This design comes from an exercise in tuning for small area, a short achievable clock period and few clock cycles on the open sky130 flow, not from production work. The RTL was checked by simulation tests, not by an equivalence proof against the original design. Power is estimated from default activity; no workload was simulated.

===== design.v =====
`default_nettype none
package euclid_pkg;
  localparam int X_W     = 8;
  localparam int Y_W     = 8;
  localparam int IDX_W   = (X_W > Y_W) ? X_W + 1 : Y_W + 1;   
  localparam int DEPTH_W = 3;
  localparam logic [DEPTH_W-1:0] MAX_BZ_DEPTH = DEPTH_W'(3);
  localparam int SEG_FIFO_DEPTH = 16;
  localparam int SEG_OCC_W      = 5;
  typedef logic [15:0] color_t;
  typedef struct packed {
    logic [X_W-1:0] x;
    logic [Y_W-1:0] y;
  } point_t;
  typedef enum logic {
    LINE,
    BEZIER
  } shape_e;
  typedef struct packed {
    shape_e             shape;
    point_t             p0;
    point_t             p1;
    point_t             p2;      
    color_t             color;
    logic [DEPTH_W-1:0] bzdepth;
  } euclid_job_t;
  typedef struct packed {
    point_t             p0;
    point_t             p1;
    point_t             p2;
    logic [DEPTH_W-1:0] depth;
  } seg_t;
  localparam int SEG_W = 3 * (X_W + Y_W) + DEPTH_W;    
  typedef struct packed {
    point_t p0;
    point_t p1;
  } line_req_t;
  typedef struct packed {
    point_t pos;
    color_t color;
  } pxl_wr_t;
  typedef enum logic [2:0] {
    CS_IDLE,
    CS_START,
    CS_LINE_RUN,
    CS_BZ_RUN,
    CS_LEAF0,
    CS_LEAF1
  } ctrl_state_e;
  typedef enum logic [2:0] {
    SD_IDLE,
    SD_FETCH,
    SD_MID,
    SD_PUSH0,
    SD_PUSH1,
    SD_LEAF
  } subdiv_state_e;
  typedef enum logic [1:0] {
    LN_IDLE,
    LN_SETUP,
    LN_DRAW
  } line_state_e;
endpackage
`default_nettype wire
`timescale 1ns/1ps
`default_nettype none
module seg_fifo
(
  input  wire logic                             cr_intf,
  input  wire logic                             rst_n,
  input  wire logic                             push,
  input  wire euclid_pkg::seg_t                 wdata,
  input  wire logic                             pop,
  output euclid_pkg::seg_t                      rdata,
  output logic                                  empty,
  output logic [euclid_pkg::SEG_OCC_W-1:0]      occ
);
  logic [euclid_pkg::SEG_W-1:0] mem [0:euclid_pkg::SEG_FIFO_DEPTH-1];
  logic [euclid_pkg::SEG_OCC_W-2:0] wr_ptr;
  logic [euclid_pkg::SEG_OCC_W-2:0] rd_ptr;
  assign empty = (occ == '0);
  assign rdata = mem[rd_ptr];        
  always_ff @(posedge cr_intf)
  begin
    if (push)
      mem[wr_ptr] <= wdata;
  end
  always_ff @(posedge cr_intf or negedge rst_n)
  begin
    if (!rst_n)
    begin
      wr_ptr <= '0;
      rd_ptr <= '0;
      occ    <= '0;
    end
    else
    begin
      if (push)
        wr_ptr <= wr_ptr + 1'b1;
      if (pop)
        rd_ptr <= rd_ptr + 1'b1;
      case ({push, pop})
        2'b10:   occ <= occ + 1'b1;
        2'b01:   occ <= occ - 1'b1;
        default: occ <= occ;          
      endcase
    end
  end
endmodule
`default_nettype wire
`timescale 1ns/1ps
`default_nettype none
module line_engine
(
  input  wire logic                  cr_intf,
  input  wire logic                  rst_n,
  input  wire logic                  line_start,
  input  wire euclid_pkg::line_req_t line_req,
  input  wire euclid_pkg::color_t    color,
  input  wire logic                  pxl_ready,
  output logic                       pxl_valid,
  output euclid_pkg::pxl_wr_t        pxl,
  output logic                       line_busy,
  output logic                       line_done
);
  euclid_pkg::line_state_e state;
  euclid_pkg::line_req_t   req_q;
  logic                                 sx_q;      
  logic                                 sy_q;
  logic [euclid_pkg::IDX_W-1:0]         dx_q;
  logic [euclid_pkg::IDX_W-1:0]         dy_q;
  logic signed [euclid_pkg::IDX_W:0]    err_q;
  logic                                 sx_c;
  logic                                 sy_c;
  logic [euclid_pkg::X_W-1:0]           adx_c;
  logic [euclid_pkg::Y_W-1:0]           ady_c;
  logic [euclid_pkg::IDX_W-1:0]         dx_c;
  logic [euclid_pkg::IDX_W-1:0]         dy_c;
  logic signed [euclid_pkg::IDX_W+1:0]  dx_s;
  logic signed [euclid_pkg::IDX_W+1:0]  dy_s;
  logic signed [euclid_pkg::IDX_W+1:0]  e2_c;
  logic signed [euclid_pkg::IDX_W+1:0]  err_nx_c;
  logic                                 step_x_c;
  logic                                 step_y_c;
  logic                                 accept_c;
  logic                                 at_end_c;
  assign sx_c  = (req_q.p1.x >= req_q.p0.x);
  assign sy_c  = (req_q.p1.y >= req_q.p0.y);
  assign adx_c = sx_c ? (req_q.p1.x - req_q.p0.x) : (req_q.p0.x - req_q.p1.x);
  assign ady_c = sy_c ? (req_q.p1.y - req_q.p0.y) : (req_q.p0.y - req_q.p1.y);
  assign dx_c  = {{(euclid_pkg::IDX_W - euclid_pkg::X_W){1'b0}}, adx_c};
  assign dy_c  = {{(euclid_pkg::IDX_W - euclid_pkg::Y_W){1'b0}}, ady_c};
  assign dx_s     = $signed({2'b00, dx_q});
  assign dy_s     = $signed({2'b00, dy_q});
  assign e2_c     = $signed({err_q, 1'b0});
  assign step_x_c = (e2_c > -dy_s);
  assign step_y_c = (e2_c < dx_s);
  assign err_nx_c = $signed({err_q[euclid_pkg::IDX_W], err_q})
                    - (step_x_c ? dy_s : '0)
                    + (step_y_c ? dx_s : '0);
  assign accept_c  = pxl_valid & pxl_ready;
  assign at_end_c  = (pxl.pos == req_q.p1);
  assign line_done = accept_c & at_end_c;    
  assign line_busy = (state != euclid_pkg::LN_IDLE);
  always_ff @(posedge cr_intf or negedge rst_n)
  begin
    if (!rst_n)
    begin
      state     <= euclid_pkg::LN_IDLE;
      pxl_valid <= 1'b0;
    end
    else
    begin
      case (state)
        euclid_pkg::LN_IDLE:
        begin
          if (line_start)
            state <= euclid_pkg::LN_SETUP;
        end
        euclid_pkg::LN_SETUP:
        begin
          pxl_valid <= 1'b1;             
          state     <= euclid_pkg::LN_DRAW;
        end
        euclid_pkg::LN_DRAW:
        begin
          if (line_done)
          begin
            pxl_valid <= 1'b0;
            state     <= euclid_pkg::LN_IDLE;
          end
        end
        default: state <= euclid_pkg::LN_IDLE;
      endcase
    end
  end
  always_ff @(posedge cr_intf)
  begin
    if ((state == euclid_pkg::LN_IDLE) && line_start)
      req_q <= line_req;
    if (state == euclid_pkg::LN_SETUP)
    begin
      sx_q      <= sx_c;
      sy_q      <= sy_c;
      dx_q      <= dx_c;
      dy_q      <= dy_c;
      err_q     <= $signed({1'b0, dx_c}) - $signed({1'b0, dy_c});    
      pxl.pos   <= req_q.p0;
      pxl.color <= color;
    end
    else if ((state == euclid_pkg::LN_DRAW) && accept_c)
    begin
      err_q <= err_nx_c[euclid_pkg::IDX_W:0];
      if (step_x_c)
        pxl.pos.x <= sx_q ? pxl.pos.x + 1'b1 : pxl.pos.x - 1'b1;
      if (step_y_c)
        pxl.pos.y <= sy_q ? pxl.pos.y + 1'b1 : pxl.pos.y - 1'b1;
    end
  end
endmodule
`default_nettype wire
`timescale 1ns/1ps
`default_nettype none
module bezier_subdiv
(
  input  wire logic                           cr_intf,
  input  wire logic                           rst_n,
  input  wire logic                           subdiv_start,
  input  wire logic [euclid_pkg::DEPTH_W-1:0] bzdepth,
  input  wire euclid_pkg::seg_t               seg_rdata,
  input  wire logic                           seg_empty,
  output logic                                seg_pop,
  output logic                                seg_push,
  output euclid_pkg::seg_t                    seg_wdata,
  output logic                                leaf_valid,
  output euclid_pkg::seg_t                    leaf_seg,
  input  wire logic                           leaf_ack,
  output logic                                subdiv_idle
);
  euclid_pkg::subdiv_state_e state;
  euclid_pkg::seg_t   tri_q;     
  euclid_pkg::point_t m0_q;
  euclid_pkg::point_t m1_q;
  euclid_pkg::point_t m2_q;
  logic [euclid_pkg::DEPTH_W-1:0] lim_c;
  logic [euclid_pkg::DEPTH_W-1:0] child_depth_c;
  logic                           is_leaf_c;
  function automatic euclid_pkg::point_t mid_pt(input euclid_pkg::point_t a,
                                                input euclid_pkg::point_t b);
    logic [euclid_pkg::X_W:0] sum_x;
    logic [euclid_pkg::Y_W:0] sum_y;
    sum_x    = {1'b0, a.x} + {1'b0, b.x};
    sum_y    = {1'b0, a.y} + {1'b0, b.y};
    mid_pt = {sum_x[euclid_pkg::X_W:1], sum_y[euclid_pkg::Y_W:1]};
  endfunction
  assign lim_c         = (bzdepth > euclid_pkg::MAX_BZ_DEPTH) ? euclid_pkg::MAX_BZ_DEPTH
                                                              : bzdepth;
  assign is_leaf_c     = (tri_q.depth >= lim_c);
  assign child_depth_c = tri_q.depth + 1'b1;
  assign seg_pop     = (state == euclid_pkg::SD_FETCH) & ~seg_empty;
  assign seg_push    = (state == euclid_pkg::SD_PUSH0) | (state == euclid_pkg::SD_PUSH1);
  assign leaf_valid  = (state == euclid_pkg::SD_LEAF);
  assign leaf_seg    = tri_q;
  assign subdiv_idle = seg_empty &
                       ((state == euclid_pkg::SD_IDLE) | (state == euclid_pkg::SD_FETCH));
  always_comb
  begin
    seg_wdata.depth = child_depth_c;
    if (state == euclid_pkg::SD_PUSH1)
    begin
      seg_wdata.p0 = m2_q;           
      seg_wdata.p1 = m1_q;
      seg_wdata.p2 = tri_q.p2;
    end
    else
    begin
      seg_wdata.p0 = tri_q.p0;       
      seg_wdata.p1 = m0_q;
      seg_wdata.p2 = m2_q;
    end
  end
  always_ff @(posedge cr_intf or negedge rst_n)
  begin
    if (!rst_n)
      state <= euclid_pkg::SD_IDLE;
    else
    begin
      case (state)
        euclid_pkg::SD_IDLE:
        begin
          if (subdiv_start)
            state <= euclid_pkg::SD_FETCH;
        end
        euclid_pkg::SD_FETCH:
          state <= seg_empty ? euclid_pkg::SD_IDLE : euclid_pkg::SD_MID;
        euclid_pkg::SD_MID:
          state <= is_leaf_c ? euclid_pkg::SD_LEAF : euclid_pkg::SD_PUSH0;
        euclid_pkg::SD_PUSH0:
          state <= euclid_pkg::SD_PUSH1;
        euclid_pkg::SD_PUSH1:
          state <= euclid_pkg::SD_FETCH;
        euclid_pkg::SD_LEAF:
        begin
          if (leaf_ack)
            state <= euclid_pkg::SD_FETCH;
        end
        default: state <= euclid_pkg::SD_IDLE;
      endcase
    end
  end
  always_ff @(posedge cr_intf)
  begin
    if (seg_pop)
    begin
      tri_q <= seg_rdata;
      m0_q  <= mid_pt(seg_rdata.p0, seg_rdata.p1);
      m1_q  <= mid_pt(seg_rdata.p1, seg_rdata.p2);
    end
    if (state == euclid_pkg::SD_MID)
      m2_q <= mid_pt(m0_q, m1_q);    
  end
endmodule
`default_nettype wire
`timescale 1ns/1ps
`default_nettype none
module euclid_job_ctrl
(
  input  wire logic                    cr_intf,
  input  wire logic                    rst_n,
  input  wire logic                    job_start,
  input  wire euclid_pkg::euclid_job_t job,
  output logic                         busy,
  output logic                         job_done,
  output logic                         seg_push,
  output euclid_pkg::seg_t             seg_wdata,
  output logic                         subdiv_start,
  input  wire logic                    subdiv_idle,
  input  wire logic                    leaf_valid,
  input  wire euclid_pkg::seg_t        leaf_seg,
  output logic                         leaf_ack,
  output logic                         line_start,
  output euclid_pkg::line_req_t        line_req,
  input  wire logic                    line_done,
  input  wire logic                    line_busy
);
  euclid_pkg::ctrl_state_e state;
  logic ln_fin_c;
  logic bz_fin_c;
  assign busy = (state != euclid_pkg::CS_IDLE);
  assign ln_fin_c = (state == euclid_pkg::CS_LINE_RUN) & ~line_busy & ~line_start;
  assign bz_fin_c = (state == euclid_pkg::CS_BZ_RUN) & subdiv_idle & ~leaf_valid & ~line_busy;
  assign job_done = ln_fin_c | bz_fin_c;
  assign seg_push     = (state == euclid_pkg::CS_START) & (job.shape == euclid_pkg::BEZIER);
  assign subdiv_start = seg_push;
  always_comb
  begin
    seg_wdata.p0    = job.p0;
    seg_wdata.p1    = job.p1;
    seg_wdata.p2    = job.p2;
    seg_wdata.depth = '0;
  end
  assign leaf_ack = (state == euclid_pkg::CS_LEAF1) & line_done;   
  always_ff @(posedge cr_intf or negedge rst_n)
  begin
    if (!rst_n)
    begin
      state      <= euclid_pkg::CS_IDLE;
      line_start <= 1'b0;
    end
    else
    begin
      line_start <= 1'b0;
      case (state)
        euclid_pkg::CS_IDLE:
        begin
          if (job_start)
            state <= euclid_pkg::CS_START;
        end
        euclid_pkg::CS_START:
        begin
          if (job.shape == euclid_pkg::LINE)
          begin
            line_start <= 1'b1;
            state      <= euclid_pkg::CS_LINE_RUN;
          end
          else
            state <= euclid_pkg::CS_BZ_RUN;
        end
        euclid_pkg::CS_LINE_RUN:
        begin
          if (ln_fin_c)
            state <= euclid_pkg::CS_IDLE;
        end
        euclid_pkg::CS_BZ_RUN:
        begin
          if (bz_fin_c)
            state <= euclid_pkg::CS_IDLE;
          else if (leaf_valid)
          begin
            line_start <= 1'b1;            
            state      <= euclid_pkg::CS_LEAF0;
          end
        end
        euclid_pkg::CS_LEAF0:
        begin
          if (line_done)
          begin
            line_start <= 1'b1;            
            state      <= euclid_pkg::CS_LEAF1;
          end
        end
        euclid_pkg::CS_LEAF1:
        begin
          if (line_done)
            state <= euclid_pkg::CS_BZ_RUN;
        end
        default: state <= euclid_pkg::CS_IDLE;
      endcase
    end
  end
  always_ff @(posedge cr_intf)
  begin
    if (state == euclid_pkg::CS_START)
    begin
      line_req.p0 <= job.p0;
      line_req.p1 <= job.p1;
    end
    else if ((state == euclid_pkg::CS_BZ_RUN) && leaf_valid)
    begin
      line_req.p0 <= leaf_seg.p0;
      line_req.p1 <= leaf_seg.p1;
    end
    else if ((state == euclid_pkg::CS_LEAF0) && line_done)
    begin
      line_req.p0 <= leaf_seg.p1;
      line_req.p1 <= leaf_seg.p2;
    end
  end
endmodule
`default_nettype wire
`timescale 1ns/1ps
`default_nettype none
module euclid_top
(
  input  wire logic        cr_intf,
  input  wire logic        rst_n,
  input  wire logic        job_start,
  input  wire logic        job_shape,       
  input  wire logic [7:0]  job_p0_x,
  input  wire logic [7:0]  job_p0_y,
  input  wire logic [7:0]  job_p1_x,
  input  wire logic [7:0]  job_p1_y,
  input  wire logic [7:0]  job_p2_x,
  input  wire logic [7:0]  job_p2_y,
  input  wire logic [15:0] job_color,
  input  wire logic [2:0]  job_bzdepth,
  input  wire logic        pxl_ready,
  output logic             busy,
  output logic             job_done,
  output logic             pxl_valid,
  output logic [7:0]       pxl_x,
  output logic [7:0]       pxl_y,
  output logic [15:0]      pxl_color
);
  euclid_pkg::euclid_job_t           job;
  euclid_pkg::pxl_wr_t               pxl;
  assign job = {job_shape, job_p0_x, job_p0_y, job_p1_x, job_p1_y, job_p2_x, job_p2_y,
                job_color, job_bzdepth};
  assign pxl_x     = pxl.pos.x;
  assign pxl_y     = pxl.pos.y;
  assign pxl_color = pxl.color;
  logic                              ctrl_seg_push;
  euclid_pkg::seg_t                  ctrl_seg_wdata;
  logic                              sub_seg_push;
  euclid_pkg::seg_t                  sub_seg_wdata;
  logic                              seg_push;
  euclid_pkg::seg_t                  seg_wdata;
  logic                              seg_pop;
  euclid_pkg::seg_t                  seg_rdata;
  logic                              seg_empty;
  logic                              subdiv_start;
  logic                              subdiv_idle;
  logic                              leaf_valid;
  euclid_pkg::seg_t                  leaf_seg;
  logic                              leaf_ack;
  logic                              line_start;
  euclid_pkg::line_req_t             line_req;
  logic                              line_busy;
  logic                              line_done;
  assign seg_push  = ctrl_seg_push | sub_seg_push;
  assign seg_wdata = ctrl_seg_push ? ctrl_seg_wdata : sub_seg_wdata;
  euclid_job_ctrl u_job_ctrl
  (
    .cr_intf      (cr_intf),
    .rst_n        (rst_n),
    .job_start    (job_start),
    .job          (job),
    .busy         (busy),
    .job_done     (job_done),
    .seg_push     (ctrl_seg_push),
    .seg_wdata    (ctrl_seg_wdata),
    .subdiv_start (subdiv_start),
    .subdiv_idle  (subdiv_idle),
    .leaf_valid   (leaf_valid),
    .leaf_seg     (leaf_seg),
    .leaf_ack     (leaf_ack),
    .line_start   (line_start),
    .line_req     (line_req),
    .line_done    (line_done),
    .line_busy    (line_busy)
  );
  bezier_subdiv u_subdiv
  (
    .cr_intf      (cr_intf),
    .rst_n        (rst_n),
    .subdiv_start (subdiv_start),
    .bzdepth      (job.bzdepth),
    .seg_rdata    (seg_rdata),
    .seg_empty    (seg_empty),
    .seg_pop      (seg_pop),
    .seg_push     (sub_seg_push),
    .seg_wdata    (sub_seg_wdata),
    .leaf_valid   (leaf_valid),
    .leaf_seg     (leaf_seg),
    .leaf_ack     (leaf_ack),
    .subdiv_idle  (subdiv_idle)
  );
  seg_fifo u_seg_fifo
  (
    .cr_intf (cr_intf),
    .rst_n   (rst_n),
    .push    (seg_push),
    .wdata   (seg_wdata),
    .pop     (seg_pop),
    .rdata   (seg_rdata),
    .empty   (seg_empty),
    .occ     ()
  );
  line_engine u_line_engine
  (
    .cr_intf    (cr_intf),
    .rst_n      (rst_n),
    .line_start (line_start),
    .line_req   (line_req),
    .color      (job.color),
    .pxl_ready  (pxl_ready),
    .pxl_valid  (pxl_valid),
    .pxl        (pxl),
    .line_busy  (line_busy),
    .line_done  (line_done)
  );
endmodule
`default_nettype wire

===== constraint.sdc =====
create_clock -name core_clock -period 5.5 [get_ports {cr_intf}]
set_input_delay 1.1000 -clock core_clock [delete_from_list [all_inputs] [get_ports {cr_intf}]]
set_output_delay 1.1000 -clock core_clock [all_outputs]
set_load 0.01 [all_outputs]

===== config.mk =====
export PLATFORM = sky130hd
export DESIGN_NAME = euclid_top
export DESIGN_NICKNAME = euclid_top
export VERILOG_FILES = /design/flow/design.v
export SDC_FILE = /design/flow/constraint.sdc
export NUM_CORES = 4
export LEC_CHECK = 0
export CAP_MARGIN = 20
export CORE_MARGIN = 2
export CORE_UTILIZATION = 40
export SLEW_MARGIN = 20

===== run.sh =====
#!/bin/bash
# synth_recipe.tcl (not shown) runs the flow's synth.tcl, then flattens the netlist and writes it again
# the make line also repeats each setting of config.mk as NAME=value (left out here)
make -C /OpenROAD-flow-scripts/flow DESIGN_CONFIG=/design/flow/config.mk WORK_HOME=/design/flow/orfs CLKGATE_MAP_FILE= SYNTH_SCRIPT=/design/flow/synth_recipe.tcl finish

==> reports/metrics.cfg <==
[status]
outcome = complete, no violations

[placed_design]
dp.cells = 4187
dp_slack_ns = -0.00561
dp_hpwl_mm = 67.3
gp_congestion = 0.839
port-buffer-count = 106

[grt]
grt_pass1_wl_mm = 165
grtUsageTotal_pct = 19.2
grt_antenna_before_repair = 0
grt_pass1_vias = 25000
grtUsageMet1_pct = 27.1
use_met3_pct = 2.47
grt_busiest_layer = met2
grt_max_degree = 65
overflow = 0
use_met2_pct = 31.9

[sta]
period_needed_ns = 5.20
finalHoldViolations = 0
grt_setup_unrepaired = false
fin_ws_ns = 0.300
clock.fmax_ghz = 0.192
tightest_slew_ns = 1.08
skew_ns = 0.0203
finalCritPeriodShare_pct = 94.5
tns_ns = 0
maxSlewViolCount = 0
relSlewSlack_pct = 28.2
whs_ns = 0.417
setup_viol = 0

[worst_setup_path]
start_kind = register
arrival_ns = 5.62
critPathKind = reg2reg
crit_path_top_delay_cell = fa_1
reg2reg_depth = 22
crit_path_end_kind = register
max_stage_delay_ns = 0.57
path_max_fanout = 2
path_cells = or4_4, or4_4, xnor2_1, ha_1, nand4_1, nor2_2, a21oi_1, o211ai_1, xor2_1, a41oi_1, and2_4, fa_1, inv_1, ha_1, a21o_1, a21oi_2, o21ai_1, a21oi_2, o21ai_2, a2111o_1, o21ai_0, nor3_1
worst_ep_required_time_ns = 5.92

[finish]
fin_cells = 4394
num_antenna_cells = 0
final_nets = 3020
syn_to_final_growth_pct = 16.1
drive_gt1_share_pct = 20.2

[synth]
synth-adder-area-share_pct = 4.62
synth_warnings = 4
ys.flop_type = edfxtp_1
netlist_instances = 2560
synth_top_family_by_area = multiplexers
yosys.area_share.simple_pct = 3.43
synth_area_per_cell_um2 = 17.9
yosys.cell_types.count = 61
synthMuxAreaShare_pct = 14.5
async_flop_share_pct = 2.17
synth_seq_cells = 1062
synthXorXnorAreaFrac_pct = 1.81
syn_area_um2 = 45900
synth-edff-count = 1039
synth-compound-area-share_pct = 4.33
syn_nets = 2788
ys_seq_area_share_pct = 69.3

[pwr]
power.leakage_nw = 17.9
power_w = 0.0308
max-vdd-ir-drop_v = 0.000348
p_per_area_nw_per_um2 = 579

[floorplanning]
rows = 124
coreArea_um2 = 114000
die_area_um2 = 117000
die_x_um = 343
die_y_um = 343
start_util_pct = 40.2
ioPinCount = 107

[routing]
viasPerCell = 5.47
drcViolationCount = 0
wl_mm = 112
first_iter_violations = 2095
num_vias = 24000
drtAntennaViolNets = 0
drt_pass1_iterations = 5
wl_per_cell_um = 25.4

[clock_tree]
cts_hold_buffers = 0
htreeDepth = 3
numCtsBuffers = 107
clk_path_buf_depth = 3
root_buffer = clkbuf_16
cts_sinks = 1062
clock_latency_ns = 0.69
cts_tree = yes
clk_pin_slew_ns = 0.06

[job]
max_cap_violations = 0

[hold_path]
hold_depth = 0
worstHoldPathType = reg2reg

worst max-delay path: cells and delay by family, from the launching register on:
| kind | cells | cell delay, ns |
|---|---|---|
| DFF | 1 | 0.40 |
| AOI/OAI and AO/OA | 10 | 1.46 |
| xor gates and xnor gates | 2 | 0.38 |
| adders and majority gates | 3 | 1.14 |
| buffers and inverters | 1 | 0.06 |
| and+or+nand+nor | 6 | 1.49 |
cell usage in the layout (no fill, tap or decap), drive strengths merged, types with 6 or more instances in the layout:
| cell | n |
|---|---|
| edfxtp | 1039 |
| mux4 | 249 |
| nand2 | 149 |
| o21ai | 136 |
| ha | 134 |
| inv | 134 |
| clkbuf | 129 |
| buf | 116 |
| clkdlybuf4s50 | 106 |
| mux2i | 99 |
| nor2 | 72 |
| a21oi | 65 |
| xnor2 | 59 |
| clkinv | 48 |
| a21o | 42 |
| xor2 | 36 |
| dfrtp | 23 |
| fa | 22 |
| nor2b | 21 |
| nand2b | 21 |
| and2 | 17 |
| o21bai | 15 |
| bufinv | 13 |
| nand3 | 12 |
| a22oi | 12 |
| o21a | 11 |
| nor3 | 11 |
| nand4 | 9 |
| clkinvlp | 7 |
| nor4 | 6 |
| o31ai | 6 |
| a31o | 6 |
| a21boi | 6 |
per-layer routing:
| metal | routed length [um] | share of wire [%] | vias up |
|---|---|---|---|
| met5 | 0 | 0 | - |
| li1 | - | - | 10600 |
| met2 | 54700 | 49 | 686 |
| met3 | 5950 | 5.3 | 117 |
| met4 | 1680 | 1.5 | 0 |
| met1 | 49300 | 44 | 12700 |
per-stage QoR:
stage          instance area [um^2]  utilization [%]
2_1_floorplan                 45900                -
3_3_place_gp                  49600             43.5
3_5_place_dp                  49600             43.5
4_1_cts                       53100             46.6
5_1_grt                       53300             46.7
6_report                      53300             46.7
repair_timing:
action                     4_1_cts  5_1_grt
setup buffers                    1        2
pin swaps                        2        7
resized for setup                3       13
setup endpoints to repair        2        4
cell type report:
| class | count | area, um^2 |
|---|---|---|
| tap | 1512 | 1890 |
| clock inverter | 71 | 731 |
| multi-input combinational | 1267 | 13400 |
| inverter | 131 | 492 |
| timing repair buffer | 223 | 2220 |
| sequential | 1062 | 31800 |
| fill | 9555 | 60800 |
| clock buffer | 128 | 2780 |
Yosys cell counts, types with 32 or more instances:
cell type  count  area (um^2)
clkbuf_1      55          206
mux2i_1       99          991
xor2_1        36          315
buf_2         32          160
edfxtp_1    1039        31200
nand2_1      142          533
xnor2_1       59          517
inv_1        130          488
nor2_1        72          270
a21o_1        42          315
o21ai_0      131          656
mux4_2       249         5610
ha_1         134         1680
a21oi_1       65          325
state kept, by name, summed over array words and instances, names as in the netlist, 4 cells and up:
name,count
u_line_engine.req_q,32
u_line_engine.dx_q,8
u_seg_fifo.occ,5
u_line_engine.dy_q,8
u_seg_fifo.rd_ptr,4
u_job_ctrl.line_req,32
u_line_engine.err_q,10
u_seg_fifo.mem,816
u_seg_fifo.wr_ptr,4
u_subdiv.m0_q,16
u_subdiv.m2_q,16
u_subdiv.tri_q,51
u_line_engine.pxl,32
u_subdiv.m1_q,16
worst paths after layout:
path	from	to	slack, ns
setup / recovery	u_line_engine.dy_q[5]	u_line_engine.err_q[7]	0.30
hold / removal	u_job_ctrl.line_req[21]	u_line_engine.req_q[21]	0.42
setup reg to reg	u_line_engine.dy_q[5]	u_line_engine.err_q[7]	0.30
hold reg to reg	u_job_ctrl.line_req[21]	u_line_engine.req_q[21]	0.42
max in group asynchronous	rst_n	u_seg_fifo.rd_ptr[1]	4.37
min in group asynchronous	rst_n	u_seg_fifo.rd_ptr[0]	0.82
kinds of logic (layout without fill, tap and decap cells):
kind of cell	after synthesis	after routing
mux	351	351
other cells	1	1
xor+xnor	95	95
compound gates	326	326
simple gates	338	338
buf+inv	231	553
flops	1062	1062
fa+ha+maj	156	156
where the power goes:
group / switching, W / total, W / internal [W]
Clock: 0.00307 / 0.00729 / 0.00422
Sequential: 0.000680 / 0.0125 / 0.0119
Combinational: 0.00641 / 0.0110 / 0.00461
Total: 0.0102 / 0.0308 / 0.0207
Testbench counts, summed over its fixed seeds: cycles 99,185.

[re-timing with driven ports]
Ports are ideal in the flow. The routed layout listed here was re-timed in OpenROAD.
Step 1: set_driving_cell puts a clkbuf_16 on cr_intf and a buf_2 on each other input, an assumption about the parent block.
Step 2 also shifts input and output timing later by t, the mid clock arrival at the registers, as if the neighbouring blocks saw the same clock.
Slacks: no drivers / after step 1 / after step 2; pairs: no drivers / after step 1.
t (ns): 0.753
setup slack, ns: 0.300 / 0.300 / 0.300
worst setup path after step 2: register to register
After both steps setup and hold are still met in this run. The setup slack of this run moves by 0.000 ns with the drivers and by 0.000 ns with both steps.
